Context: an optimization exercise on an open-source flow, tuned for small area, a short achievable clock period and few clock cycles. The choices shown serve that exercise and are no tape-out recipe. No functional check of the RTL was part of any run shown here.

==> flow/design.v (outline; a module is shown in full before it is edited, if it fits) <==
// module mul_core: 2943 lines
// module mul_fa: 4 lines
// module mul_ha: 4 lines
// module fu_mul_pipe: 65 lines
module fu_mul_pipe #(
  parameter int XLEN  = 32,
  parameter int TAG_W = 4
) (
  input  logic             clk,
  input  logic             rst,
  input  logic             flush,
  input  logic             in_valid,
  output logic             in_ready,
  input  logic [1:0]       op,
  input  logic [XLEN-1:0]  a,
  input  logic [XLEN-1:0]  b,
  input  logic [TAG_W-1:0] tag,
  output logic             out_valid,
  input  logic             out_ready,
  output logic [XLEN-1:0]  res,
  output logic [TAG_W-1:0] out_tag,
  output logic             busy
);
  // ...
==> flow/run.sh <==
#!/bin/bash
# synth_recipe.tcl (not shown) runs the flow's synth.tcl, then flattens the netlist and writes it again
# the make line also repeats each setting of config.mk as NAME=value (left out here)
make -C /OpenROAD-flow-scripts/flow DESIGN_CONFIG=/design/flow/config.mk WORK_HOME=/design/flow/orfs CLKGATE_MAP_FILE= SYNTH_SCRIPT=/design/flow/synth_recipe.tcl finish
==> flow/config.mk <==
export PLATFORM = sky130hd
export DESIGN_NAME = fu_mul_pipe
export DESIGN_NICKNAME = fu_mul_pipe
export VERILOG_FILES = /design/flow/design.v
export SDC_FILE = /design/flow/constraint.sdc
export NUM_CORES = 4
export LEC_CHECK = 0
export CAP_MARGIN = 20
export CORE_MARGIN = 2
export CORE_UTILIZATION = 50
export SETUP_SLACK_MARGIN = 4.8
export SLEW_MARGIN = 20
export SYNTH_HIERARCHICAL = 1
export SYNTH_MINIMUM_KEEP_SIZE = 0
==> flow/constraint.sdc <==
create_clock -name core_clock -period 9.0 [get_ports {clk}]
set_input_delay 1.8000 -clock core_clock [delete_from_list [all_inputs] [get_ports {clk}]]
set_output_delay 1.8000 -clock core_clock [all_outputs]
set_load 0.01 [all_outputs]
==> tab_implementation.tex, run 1 <==
\begin{tabular}{lr}
\hline
Metric & Value \\
\hline
\multicolumn{2}{l}{\textbf{Critical path}} \\
\quad CP required & 9320 ps \\
\quad Worst path arrival time & 4820 ps \\
\quad Critical Path Source & u\_core.t3\_q[135]\$\_DFFE\_PP\_ \\
\quad Setup slack of the worst register-to-register path & 4490 ps \\
\multicolumn{2}{l}{\textbf{Synth}} \\
\quad Xor and xnor fraction of the mapped netlist area & 0.1565 \\
\quad Netlist cell types & 66 \\
\quad Simple-gate area share of the yosys netlist & 0.05388 \\
\quad Cell area after technology mapping & 33930 um2 \\
\quad Seq/Total Area, Yosys & 0.2378 \\
\quad Avg Inst Size Synth & 11.20 um2 \\
\quad Most used standard cells in the synthesized netlist & sky130\_fd\_sc\_hd\_\_xnor2\_1 (573), sky130\_fd\_sc\_hd\_\_fa\_1 (483), sky130\_fd\_sc\_hd\_\_a22oi\_1 (481), sky130\_fd\_sc\_hd\_\_edfxtp\_1 (267), sky130\_fd\_sc\_hd\_\_clkbuf\_1 (235) \\
\quad Synth Area in Compound Gates & 0.1576 \\
\multicolumn{2}{l}{\textbf{Cells and area}} \\
\quad Share of the final layout cell area in sequential cells & 0.1732 \\
\quad Registers with the most flip-flops & u\_core.t3\_q x226, res\_q x32 \\
\quad Sequential cell area in the final layout & 8068 um2 \\
\quad Diode count & 2 \\
\quad Fraction of standard cell area in multi-input logic & 0.6074 \\
\quad Count of non-filler cells in the finished layout & 4195 \\
\quad Core utilization of the finished layout & 0.6935 \\
\quad Number of fill cells & 4532 \\
\quad Layout area overhead & 37.28\% \\
\quad Most used cells in the layout excluding fill and tap cells & sky130\_fd\_sc\_hd\_\_xnor2\_1 (471), sky130\_fd\_sc\_hd\_\_fa\_1 (280), sky130\_fd\_sc\_hd\_\_edfxtp\_1 (267) \\
\quad Non-clock inverter count in the final layout & 101 \\
\multicolumn{2}{l}{\textbf{GRT}} \\
\quad Wire length of the first global-routing pass & 227900 um \\
\quad Via count of the first global-routing pass & 30630 \\
\quad Gr ovfl total & 0 \\
\quad Met1 track utilization from global routing & 0.5512 \\
\multicolumn{2}{l}{\textbf{Status}} \\
\quad Run status & timing/DRC/antenna clean \\
\multicolumn{2}{l}{\textbf{Drt}} \\
\quad Met3 routed WL & 28530 um \\
\quad DR WL/cell & 40.70 um \\
\quad Count of vias placed by the detailed router & 30360 \\
\quad Antenna viol nets, final & 0 \\
\multicolumn{2}{l}{\textbf{Floorplan}} \\
\quad Cell row count & 95 \\
\quad DIE WIDTH & 264.5 um \\
\multicolumn{2}{l}{\textbf{CTS}} \\
\quad Post-CTS setup buffer count & 198 \\
\quad Worst-skew pair later-pin latency & 580 ps \\
\multicolumn{2}{l}{\textbf{Worst hold path}} \\
\quad Capture endpoint of the worst hold path & out\_tag\_q[2]\$\_DFFE\_PN\_ \\
\multicolumn{2}{l}{\textbf{STA}} \\
\quad Max Transition Viols Final & 0 \\
\quad Final critical delay including setup and external delays & 4506 ps \\
\quad Count of endpoints failing setup in the final report & 0 \\
\multicolumn{2}{l}{\textbf{Placement}} \\
\quad Placed cells & 3786 \\
\multicolumn{2}{l}{\textbf{Flow run}} \\
\quad Max-cap violation count & 0 \\
\hline
\end{tabular}
==> module fu_mul_pipe, before the edit <==
module fu_mul_pipe #(
  parameter int XLEN  = 32,
  parameter int TAG_W = 4
) (
  input  logic             clk,
  input  logic             rst,
  input  logic             flush,
  input  logic             in_valid,
  output logic             in_ready,
  input  logic [1:0]       op,
  input  logic [XLEN-1:0]  a,
  input  logic [XLEN-1:0]  b,
  input  logic [TAG_W-1:0] tag,
  output logic             out_valid,
  input  logic             out_ready,
  output logic [XLEN-1:0]  res,
  output logic [TAG_W-1:0] out_tag,
  output logic             busy
);
  localparam int NS = 1;
  logic               stall, en;
  logic [NS-1:0]      v_q, hi_q;
  logic [TAG_W-1:0]   tag_q [NS];
  logic [2*XLEN-1:0]  prod;
  logic               out_valid_q;
  logic [XLEN-1:0]    res_q;
  logic [TAG_W-1:0]   out_tag_q;
  assign stall    = out_valid_q & ~out_ready;
  assign en       = ~stall;
  assign in_ready = ~stall & ~flush;
  always_ff @(posedge clk or posedge rst)
    if (rst) begin
      v_q         <= '0;
      out_valid_q <= 1'b0;
    end else if (flush) begin
      v_q         <= '0;
      out_valid_q <= 1'b0;
    end else if (en) begin
      v_q[0]      <= in_valid;
      for (int i = 1; i < NS; i++) v_q[i] <= v_q[i-1];
      out_valid_q <= v_q[NS-1];
    end
  always_ff @(posedge clk)
    if (en) begin
      hi_q[0]  <= fu_mul_pkg::op_hi(op);
      tag_q[0] <= tag;
      for (int i = 1; i < NS; i++) begin
        hi_q[i]  <= hi_q[i-1];
        tag_q[i] <= tag_q[i-1];
      end
      res_q     <= hi_q[NS-1] ? prod[2*XLEN-1:XLEN] : prod[XLEN-1:0];
      out_tag_q <= tag_q[NS-1];
    end
  mul_core u_core (
    .clk  (clk),
    .en_i (en),
    .a_i  ({fu_mul_pkg::op_a_signed(op) & a[XLEN-1], a}),
    .b_i  ({fu_mul_pkg::op_b_signed(op) & b[XLEN-1], b}),
    .p_o  (prod)
  );
  assign out_valid = out_valid_q;
  assign res       = res_q;
  assign out_tag   = out_tag_q;
  assign busy      = |v_q | out_valid_q;
endmodule
==> run 2, diff against run 1 <==
--- a/flow/design.v
+++ b/flow/design.v
@@ -7,17 +7,16 @@
     op_b_signed = op == 2'd1;
   endfunction
   function automatic logic op_hi(logic [1:0] op);
     op_hi = op != 2'd0;
   endfunction
 endpackage
 module mul_core (
   input  logic        clk,
-  input  logic        en_i,
   input  logic [32:0] a_i,
   input  logic [32:0] b_i,
   output logic [63:0] p_o
 );
   logic [225:0] t3_q;
   logic one1;
   logic two2;
   logic neg3;
@@ -2940,17 +2939,17 @@
   mul_fa u_s1713 (.a(c1610), .b(t3_q[209]), .c(t3_q[208]), .s(s1713), .co(c1714));
   mul_ha u_s1715 (.a(t3_q[211]), .b(t3_q[210]), .s(s1715), .co(c1716));
   mul_fa u_s1717 (.a(t3_q[214]), .b(t3_q[213]), .c(t3_q[212]), .s(s1717), .co(c1718));
   mul_ha u_s1719 (.a(t3_q[216]), .b(t3_q[215]), .s(s1719), .co(c1720));
   mul_fa u_s1721 (.a(t3_q[219]), .b(t3_q[218]), .c(t3_q[217]), .s(s1721), .co(c1722));
   mul_ha u_s1723 (.a(t3_q[221]), .b(t3_q[220]), .s(s1723), .co(c1724));
   mul_ha u_s1725 (.a(t3_q[225]), .b(t3_q[224]), .s(s1725), .co(c1726));
   always_ff @(posedge clk)
-    if (en_i) begin
+    begin
       t3_q <= {c1424, c1014, s1015, s1423, c1258, s1259, c1422, c1256, s1257, c1420, s1421, c1418, s1253, s1419, c1416, s1417, c1414, s1415, c1412, s1413, c1410, s989, s1245, s1411, c1408, s1241, s1409, c1406, s1239, s1237, s1407, c1404, s1233, s1405, c1402, s1229, s1403, c1400, s1225, s1401, c1398, c1396, s1223, s1221, s1399, c1394, s1397, s1395, c1392, c1390, s1213, s1211, s1393, c1388, c1386, s1391, s1389, c1384, c1382, s1203, s1387, s1385, c1380, c1378, s1383, s1381, c1376, c1374, s1379, s1377, c1372, c1370, s1375, s1373, c1368, c1366, s1181, s1179, s1371, s1369, c1364, c1362, s1173, s1367, s1365, c1360, c1358, s1167, s1363, s1361, c1356, c1354, c1352, s1161, s1359, s1357, c1350, c1348, s1355, s1353, s1351, c1346, c1344, c1342, s1147, s1349, s1347, c1340, c1338, s1345, s1343, s1341, c1336, c1334, s1135, s1133, s1339, s1337, c1332, c1330, c1328, s1129, s1127, s1335, s1333, c1326, c1324, s1331, s1329, s1327, c1322, c1320, s1113, s1325, s1323, c1318, c1316, s1107, s1321, s1319, c1314, c1312, s1101, s1317, s1315, c1310, c1308, s1097, s1095, s1313, s1311, c1306, c1304, s1309, s1307, c1302, c1300, s1305, s1303, c1298, c1296, s1301, s1299, c1294, c1292, s1297, s1295, c1290, s1069, s1293, s1291, c1288, s1065, s1063, s1289, c1286, s1061, s1059, s1287, c1284, c1282, s1057, s1055, s1285, c1280, s1283, s1281, c1278, s1047, s1279, c1276, s1043, s1277, c1274, s1039, s1275, c1272, s1037, s1273, c1270, s671, s1035, s1271, c1268, s1269, c1266, s1267, c1264, s1265, s1025, s1263, c1022, s1023, c1020, s1021, s649, s1019, c1262, c646, s647, s1261, s1017, s643, pp53, neg3, pp52};
     end
   logic [63:0] r0, r1;
   assign r0 = {s1725, t3_q[222], s1723, s1721, s1719, s1717, s1715, s1713, s1711, s1709, s1707, s1705, s1703, s1701, s1699, s1697, s1695, s1693, s1691, s1689, s1687, s1685, s1683, s1681, s1679, s1677, s1675, s1673, s1671, s1669, s1667, s1665, s1663, s1661, s1659, s1657, s1655, s1653, s1651, s1649, s1647, s1645, s1643, s1641, s1639, s1637, s1635, s1633, s1631, s1629, s1627, s1625, s1623, s1621, s1619, s1617, s1615, s1613, s1611, t3_q[5], t3_q[4], t3_q[3], t3_q[2], t3_q[0]};
   assign r1 = {t3_q[223], c1724, c1722, c1720, c1718, c1716, c1714, c1712, c1710, c1708, c1706, c1704, c1702, c1700, c1698, c1696, c1694, c1692, c1690, c1688, c1686, c1684, c1682, c1680, c1678, c1676, c1674, c1672, c1670, c1668, c1666, c1664, c1662, c1660, c1658, c1656, c1654, c1652, c1650, c1648, c1646, c1644, c1642, c1640, c1638, c1636, c1634, c1632, c1630, c1628, c1626, c1624, c1622, c1620, c1618, c1616, c1614, c1612, t3_q[6], 1'b0, 1'b0, 1'b0, 1'b0, t3_q[1]};
   assign p_o = r0 + r1;
 endmodule
 module mul_fa (input logic a, input logic b, input logic c, output logic s, output logic co);
@@ -2975,54 +2974,58 @@
   input  logic [XLEN-1:0]  b,
   input  logic [TAG_W-1:0] tag,
   output logic             out_valid,
   input  logic             out_ready,
   output logic [XLEN-1:0]  res,
   output logic [TAG_W-1:0] out_tag,
   output logic             busy
 );
-  localparam int NS = 1;
-  logic               stall, en;
-  logic [NS-1:0]      v_q, hi_q;
-  logic [TAG_W-1:0]   tag_q [NS];
+  logic               mv_q;               
+  logic               hi_q;               
+  logic [TAG_W-1:0]   tag_q;              
   logic [2*XLEN-1:0]  prod;
-  logic               out_valid_q;
-  logic [XLEN-1:0]    res_q;
-  logic [TAG_W-1:0]   out_tag_q;
-  assign stall    = out_valid_q & ~out_ready;
-  assign en       = ~stall;
-  assign in_ready = ~stall & ~flush;
+  logic [XLEN-1:0]    res_d;
+  logic [1:0]         sv_q;               
+  logic               rd_q;               
+  logic               occ1, occ2, wr, deliver;
+  logic [XLEN-1:0]    sres_q [2];
+  logic [TAG_W-1:0]   stag_q [2];
+  assign occ1     = sv_q[0] ^ sv_q[1];
+  assign occ2     = sv_q[0] & sv_q[1];
+  assign deliver  = (sv_q[0] | sv_q[1]) & out_ready;
+  assign in_ready = ~flush & ~(occ2 & mv_q) & ~((occ2 | (occ1 & mv_q)) & ~out_ready);
+  assign wr       = occ1 ? ~rd_q : rd_q;
+  assign res_d    = hi_q ? prod[2*XLEN-1:XLEN] : prod[XLEN-1:0];
   always_ff @(posedge clk or posedge rst)
     if (rst) begin
-      v_q         <= '0;
-      out_valid_q <= 1'b0;
+      mv_q <= 1'b0;
+      sv_q <= '0;
+      rd_q <= 1'b0;
     end else if (flush) begin
-      v_q         <= '0;
-      out_valid_q <= 1'b0;
-    end else if (en) begin
-      v_q[0]      <= in_valid;
-      for (int i = 1; i < NS; i++) v_q[i] <= v_q[i-1];
-      out_valid_q <= v_q[NS-1];
+      mv_q <= 1'b0;
+      sv_q <= '0;
+    end else begin
+      mv_q <= in_valid & in_ready;
+      for (int k = 0; k < 2; k++)
+        sv_q[k] <= (sv_q[k] & ~(deliver & rd_q == k)) | (mv_q & wr == k);
+      if (deliver) rd_q <= ~rd_q;
     end
-  always_ff @(posedge clk)
-    if (en) begin
-      hi_q[0]  <= fu_mul_pkg::op_hi(op);
-      tag_q[0] <= tag;
-      for (int i = 1; i < NS; i++) begin
-        hi_q[i]  <= hi_q[i-1];
-        tag_q[i] <= tag_q[i-1];
+  always_ff @(posedge clk) begin
+    hi_q  <= fu_mul_pkg::op_hi(op);
+    tag_q <= tag;
+    for (int k = 0; k < 2; k++)
+      if (mv_q & wr == k) begin
+        sres_q[k] <= res_d;
+        stag_q[k] <= tag_q;
       end
-      res_q     <= hi_q[NS-1] ? prod[2*XLEN-1:XLEN] : prod[XLEN-1:0];
-      out_tag_q <= tag_q[NS-1];
-    end
+  end
   mul_core u_core (
     .clk  (clk),
-    .en_i (en),
     .a_i  ({fu_mul_pkg::op_a_signed(op) & a[XLEN-1], a}),
     .b_i  ({fu_mul_pkg::op_b_signed(op) & b[XLEN-1], b}),
     .p_o  (prod)
   );
-  assign out_valid = out_valid_q;
-  assign res       = res_q;
-  assign out_tag   = out_tag_q;
-  assign busy      = |v_q | out_valid_q;
+  assign out_valid = sv_q[0] | sv_q[1];
+  assign res       = rd_q ? sres_q[1] : sres_q[0];
+  assign out_tag   = rd_q ? stag_q[1] : stag_q[0];
+  assign busy      = mv_q | sv_q[0] | sv_q[1];
 endmodule
==> run 2 against run 1 <==
Effect of this change:
- worst setup slack improved by 4.2 ps
- fmax about the same
- still clean
- synthesized cell count increased by 3.1%
- cell count barely moved
- largest cell class unchanged
- critical path depth down 3
==> tab_implementation.tex, run 2 <==
\begin{tabular}{lr}
\hline
Metric & Value \\
\hline
\multicolumn{2}{l}{\textbf{Status}} \\
\quad Run status & timing/DRC/antenna clean (unchanged) \\
\multicolumn{2}{l}{\textbf{CTS}} \\
\quad Worst-skew pair later-pin latency & 600 ps (was 580 ps) \\
\quad Maximum buffer depth of the clock tree & 3 (unchanged) \\
\quad Sinks on Clock Net & 307 (was 269) \\
\quad Clock slew at the register clock pins of the worst setup and hold paths & 60 ps (about the same) \\
\quad Number of buffers added by the clock tree synthesis step & 37 (was 36) \\
\quad TritonCTS clock tree & built (unchanged) \\
\quad Number of levels in the clock H-tree & 2 (unchanged) \\
\quad Clock tree root driver cell & sky130\_fd\_sc\_hd\_\_clkbuf\_16 (unchanged) \\
\multicolumn{2}{l}{\textbf{STA}} \\
\quad Normalized max-slew margin & 0.4895 (was 0.3177) \\
\quad Count of endpoints failing setup in the final report & 0 (unchanged) \\
\quad Least-Margin Pin Slew & 763.2 ps (was 1023 ps) \\
\quad Setup Total Neg Slack & 0 ps (unchanged) \\
\quad Post-route worst setup slack & 4498 ps (was 4494 ps) \\
\quad Final critical delay including setup and external delays & 4502 ps (was 4506 ps) \\
\quad Portion of the clock cycle consumed by the worst path in the final layout & 0.5002 (was 0.5007) \\
\quad WHS & 426.4 ps (was 427.2 ps) \\
\quad Max Transition Viols Final & 0 (unchanged) \\
\quad Maximum clock frequency & 222.1 MHz (was 221.9 MHz) \\
\quad RSZ-0062 raised after global routing & true (unchanged) \\
\quad Final Hold Viols & 0 (unchanged) \\
\quad Skew final & 31.73 ps (was 39.31 ps) \\
\multicolumn{2}{l}{\textbf{Drt}} \\
\quad DR WL/cell & 36.82 um (was 40.70 um) \\
\quad Antenna viol nets, final & 0 (unchanged) \\
\quad DRC errors left & 0 (unchanged) \\
\quad Via density per instance & 7.066 (was 7.238) \\
\quad Final routed wirelength across all metal layers & 154400 um (was 170800 um) \\
\quad DRC violation total after the first TritonRoute iteration & 4669 (was 5080) \\
\quad Count of vias placed by the detailed router & 29630 (was 30360) \\
\quad Drt first pass iters & 14 (was 9) \\
\multicolumn{2}{l}{\textbf{Critical path}} \\
\quad CP required & 9320 ps (about the same) \\
\quad Worst path arrival time & 4820 ps (about the same) \\
\quad Maximum fanout along the worst path & 5 (was 6) \\
\quad Setup Crit Path Kind & reg2reg (unchanged) \\
\quad Crit start category & flip-flop (unchanged) \\
\quad Crit end category & flip-flop (unchanged) \\
\multicolumn{2}{l}{\textbf{Floorplan}} \\
\quad Effective utilization at floorplan & 0.5042 (was 0.5052) \\
\quad Total core area & 65750 um2 (was 67160 um2) \\
\quad Vertical extent of the die & 261.5 um (was 264.5 um) \\
\quad DIE WIDTH & 261.5 um (was 264.5 um) \\
\quad Cell row count & 94 (was 95) \\
\quad Die area & 68370 um2 (was 69950 um2) \\
\quad I/O pin count & 114 (unchanged) \\
\multicolumn{2}{l}{\textbf{Synth}} \\
\quad Avg Inst Size Synth & 10.61 um2 (was 11.20 um2) \\
\quad Share of flip-flops with an asynchronous set or reset & 0.01303 (was 0.007435) \\
\quad Post-synthesis register bit count & 307 (was 269) \\
\quad Primary FF master, synth & sky130\_fd\_sc\_hd\_\_dfxtp\_1 (was sky130\_fd\_sc\_hd\_\_edfxtp\_1) \\
\quad Cell area after technology mapping & 33150 um2 (was 33930 um2) \\
\quad Number of nets produced by synthesis & 3819 (was 3723) \\
\quad Main area contributors after synthesis & sky130\_fd\_sc\_hd\_\_fa\_1 (29\%), sky130\_fd\_sc\_hd\_\_xnor2\_1 (15\%), sky130\_fd\_sc\_hd\_\_dfxtp\_1 (14\%) (was sky130\_fd\_sc\_hd\_\_fa\_1 (29\%), sky130\_fd\_sc\_hd\_\_edfxtp\_1 (24\%), sky130\_fd\_sc\_hd\_\_xnor2\_1 (15\%)) \\
\quad Number of enable-type register cells in the synthesized netlist & 72 (was 267) \\
\quad Share of the synthesized area in the top cell type & 0.2917 (was 0.2850) \\
\quad Cell type with the largest total area after synthesis & sky130\_fd\_sc\_hd\_\_fa\_1 (unchanged) \\
\quad Cell with the most instances after synthesis & sky130\_fd\_sc\_hd\_\_xnor2\_1 (unchanged) \\
\quad Synthesis Warnings & 10 (was 9) \\
\quad Seq/Total Area, Yosys & 0.2078 (was 0.2378) \\
\quad Synth Instances & 3123 (was 3029) \\
\quad Netlist cell types & 71 (was 66) \\
\quad Most used standard cells in the synthesized netlist & sky130\_fd\_sc\_hd\_\_xnor2\_1 (574), sky130\_fd\_sc\_hd\_\_fa\_1 (483), sky130\_fd\_sc\_hd\_\_a22oi\_1 (481), sky130\_fd\_sc\_hd\_\_clkbuf\_1 (235), sky130\_fd\_sc\_hd\_\_dfxtp\_1 (231) (was sky130\_fd\_sc\_hd\_\_xnor2\_1 (573), sky130\_fd\_sc\_hd\_\_fa\_1 (483), sky130\_fd\_sc\_hd\_\_a22oi\_1 (481), sky130\_fd\_sc\_hd\_\_edfxtp\_1 (267), sky130\_fd\_sc\_hd\_\_clkbuf\_1 (235)) \\
\multicolumn{2}{l}{\textbf{Worst hold path}} \\
\quad Path category of the worst min-delay check & reg2reg (unchanged) \\
\multicolumn{2}{l}{\textbf{Cells and area}} \\
\quad Registers with the most flip-flops & u\_core.t3\_q x226, sres\_q x64, stag\_q x8 (was u\_core.t3\_q x226, res\_q x32) \\
\quad Core utilization of the finished layout & 0.6555 (was 0.6935) \\
\quad Most used cells in the layout excluding fill and tap cells & sky130\_fd\_sc\_hd\_\_xnor2\_1 (534), sky130\_fd\_sc\_hd\_\_fa\_1 (432), sky130\_fd\_sc\_hd\_\_a22oi\_1 (393) (was sky130\_fd\_sc\_hd\_\_xnor2\_1 (471), sky130\_fd\_sc\_hd\_\_fa\_1 (280), sky130\_fd\_sc\_hd\_\_edfxtp\_1 (267)) \\
\quad Most common cell after layout, fill and taps aside & sky130\_fd\_sc\_hd\_\_xnor2\_1 (unchanged) \\
\quad Final net count & 3995 (was 3987) \\
\quad Fraction of layout instances using a drive strength above 1 & 0.2453 (was 0.3943) \\
\quad Reg with most FFs & u\_core.t3\_q (unchanged) \\
\quad Number of fill cells & 4987 (was 4532) \\
\quad Layout area overhead & 30.01\% (was 37.28\%) \\
\quad Largest register FFs & 226 (unchanged) \\
\multicolumn{2}{l}{\textbf{GRT}} \\
\quad Total routing usage reported by global routing & 0.4360 (was 0.4678) \\
\quad Number of antenna violations at the first check in global routing & 2 (was 6) \\
\quad Maximum number of pins on one net before global-route repair & 66 (was 164) \\
\quad Gr ovfl total & 0 (unchanged) \\
\quad Via count of the first global-routing pass & 29910 (was 30630) \\
\quad Wire length of the first global-routing pass & 210000 um (was 227900 um) \\
\multicolumn{2}{l}{\textbf{Placement}} \\
\quad Placed wire-length estimate & 78760 um (was 85070 um) \\
\quad Final weighted congestion in routability-driven placement & 0.9206 (was 0.9408) \\
\quad Count of port buffers added during placement & 113 (unchanged) \\
\quad Worst slack after detailed placement & 3034 ps (was 3103 ps) \\
\multicolumn{2}{l}{\textbf{Flow run}} \\
\quad Max-cap violation count & 0 (unchanged) \\
\hline
\end{tabular}
## run 2: through the flow
| stage | cell area (um2) | cells |
|---|---|---|
| 4_1_cts | 41690 | 4129 |
| 3_3_place_gp | 35500 | 3873 |
| 6_report | 43100 | 4193 |
| 5_1_grt | 43090 | 4191 |
| 2_1_floorplan | 34610 | 3123 |
| 3_5_place_dp | 35500 | 3873 |
## run 2: cell families (layout without fill, tap and decap cells)
logic type / Yosys count / after routing / synth area share
adder cells (fa/ha/maj): 621 / 621 / 0.3438
AND/OR/NAND/NOR: 353 / 355 / 0.05613
buffers and inverters: 396 / 598 / 0.04590
multiplexers: 69 / 69 / 0.02340
XOR/XNOR: 608 / 608 / 0.1606
AO/OA/AOI/OAI: 769 / 769 / 0.1624
other: 0 / 2 / 0
flip-flops: 307 / 307 / 0.2078
## run 2: path summary, 6_finish.rpt
kind | to | slack, ps | startpoint | depth (start not counted)
min | stag_q[0][0]$_DFFE_PP_ | 430 | tag_q[0]$_DFF_P_ | 0
max in group asynchronous | rd_q$_DFFE_PP0P_ | 7410 | rst | 2
min reg2reg | stag_q[0][0]$_DFFE_PP_ | 430 | tag_q[0]$_DFF_P_ | 0
max | sres_q[0][28]$_DFFE_PP_ | 4500 | u_core.t3_q[113]$_DFF_P_ | 15
max reg2reg | sres_q[0][28]$_DFFE_PP_ | 4500 | u_core.t3_q[113]$_DFF_P_ | 15
min in group asynchronous | mv_q$_DFF_PP0_ | 1420 | rst | 2
## run 2: per-layer routing
| layer | up-vias | track usage | part of all wire |
|---|---|---|---|
| met5 | - | 0.01528 | 0.00095 |
| met2 | 2971 | 0.6256 | 0.40 |
| li1 | 11190 | - | - |
| met3 | 969 | 0.2103 | 0.17 |
| met1 | 14490 | 0.5148 | 0.34 |
| met4 | 6 | 0.2953 | 0.095 |
## run 2: timing repair
| item | in CTS | in global routing |
|---|---|---|
| setup buffers | 141 | 53 |
| hold buffers | 0 | 0 |
| gates cloned | 48 | 8 |
| pin swaps | 102 | 132 |
| endpoints found under the setup margin | 308 | 180 |
| gates resized for setup | 485 | 268 |
## run 2: per-module statistics from Yosys (local to each module, per instance)
module       copies in the design  flip-flops and latches  cell area, um2
fu_mul_pipe                     1                      81            3420
mul_fa                        483                       0           20.02
mul_core                        1                     226           19520
mul_ha                         43                       0           12.51
## run 2: worst max-delay path, cell delays in order (launching register included)
cell	delay (ps)
sky130_fd_sc_hd__dfxtp_2	340
sky130_fd_sc_hd__ha_4	260
sky130_fd_sc_hd__fa_2	460
sky130_fd_sc_hd__fa_2	610
sky130_fd_sc_hd__fa_2	460
sky130_fd_sc_hd__ha_4	280
sky130_fd_sc_hd__a21oi_4	210
sky130_fd_sc_hd__nor2b_1	70
sky130_fd_sc_hd__o21a_1	170
sky130_fd_sc_hd__a311o_1	360
sky130_fd_sc_hd__o21ai_2	160
sky130_fd_sc_hd__buf_6	130
sky130_fd_sc_hd__o31ai_4	90
sky130_fd_sc_hd__a41oi_2	270
sky130_fd_sc_hd__xnor2_1	90
sky130_fd_sc_hd__mux2_4	260
## run 2: layout make-up
class / instances / area, um2 / area share
diodes: 2 / 5.005 / 0.0001161
multi-input cells: 2422 / 27020 / 0.6271
clock buffers: 46 / 1012 / 0.02349
repair buffers: 431 / 6312 / 0.1465
flip-flops and latches: 307 / 6898 / 0.1601
clock inverters: 21 / 279.0 / 0.006474
inverters: 100 / 483.0 / 0.01121
well taps: 864 / 1081 / 0.02508

## re-timing with driven ports
Ports are ideal in the flow. The routed layouts listed here were re-timed in OpenROAD. Step 1 assumes that a clkbuf_16 drives the clock port and a buf_2 every other input. Step 2 adds t to the input delays and takes it off the output delays; t is the mean of the earliest and latest rising clock arrival at the registers after step 1. Input paths then give back, and output paths get back, about the clock's delay inside the block. Three values: no drivers, after step 1, after step 2; two values: the first two.
run | shift t [ns] | slack for setup (ns) | worst hold slack (ns) | pins driven straight from the clock port
run 1 | 0.633 | 4.494 / 4.494 / 4.072 | 0.427 / 0.427 / 0.427 | 1
run 2 | 0.651 | 4.498 / 4.498 / 4.126 | 0.426 / 0.426 / 0.426 | 1
After both steps every run listed still meets setup and hold. The setup slack of run 1, which loses most, moves by 0.000 ns with the drivers and by -0.422 ns with both steps.
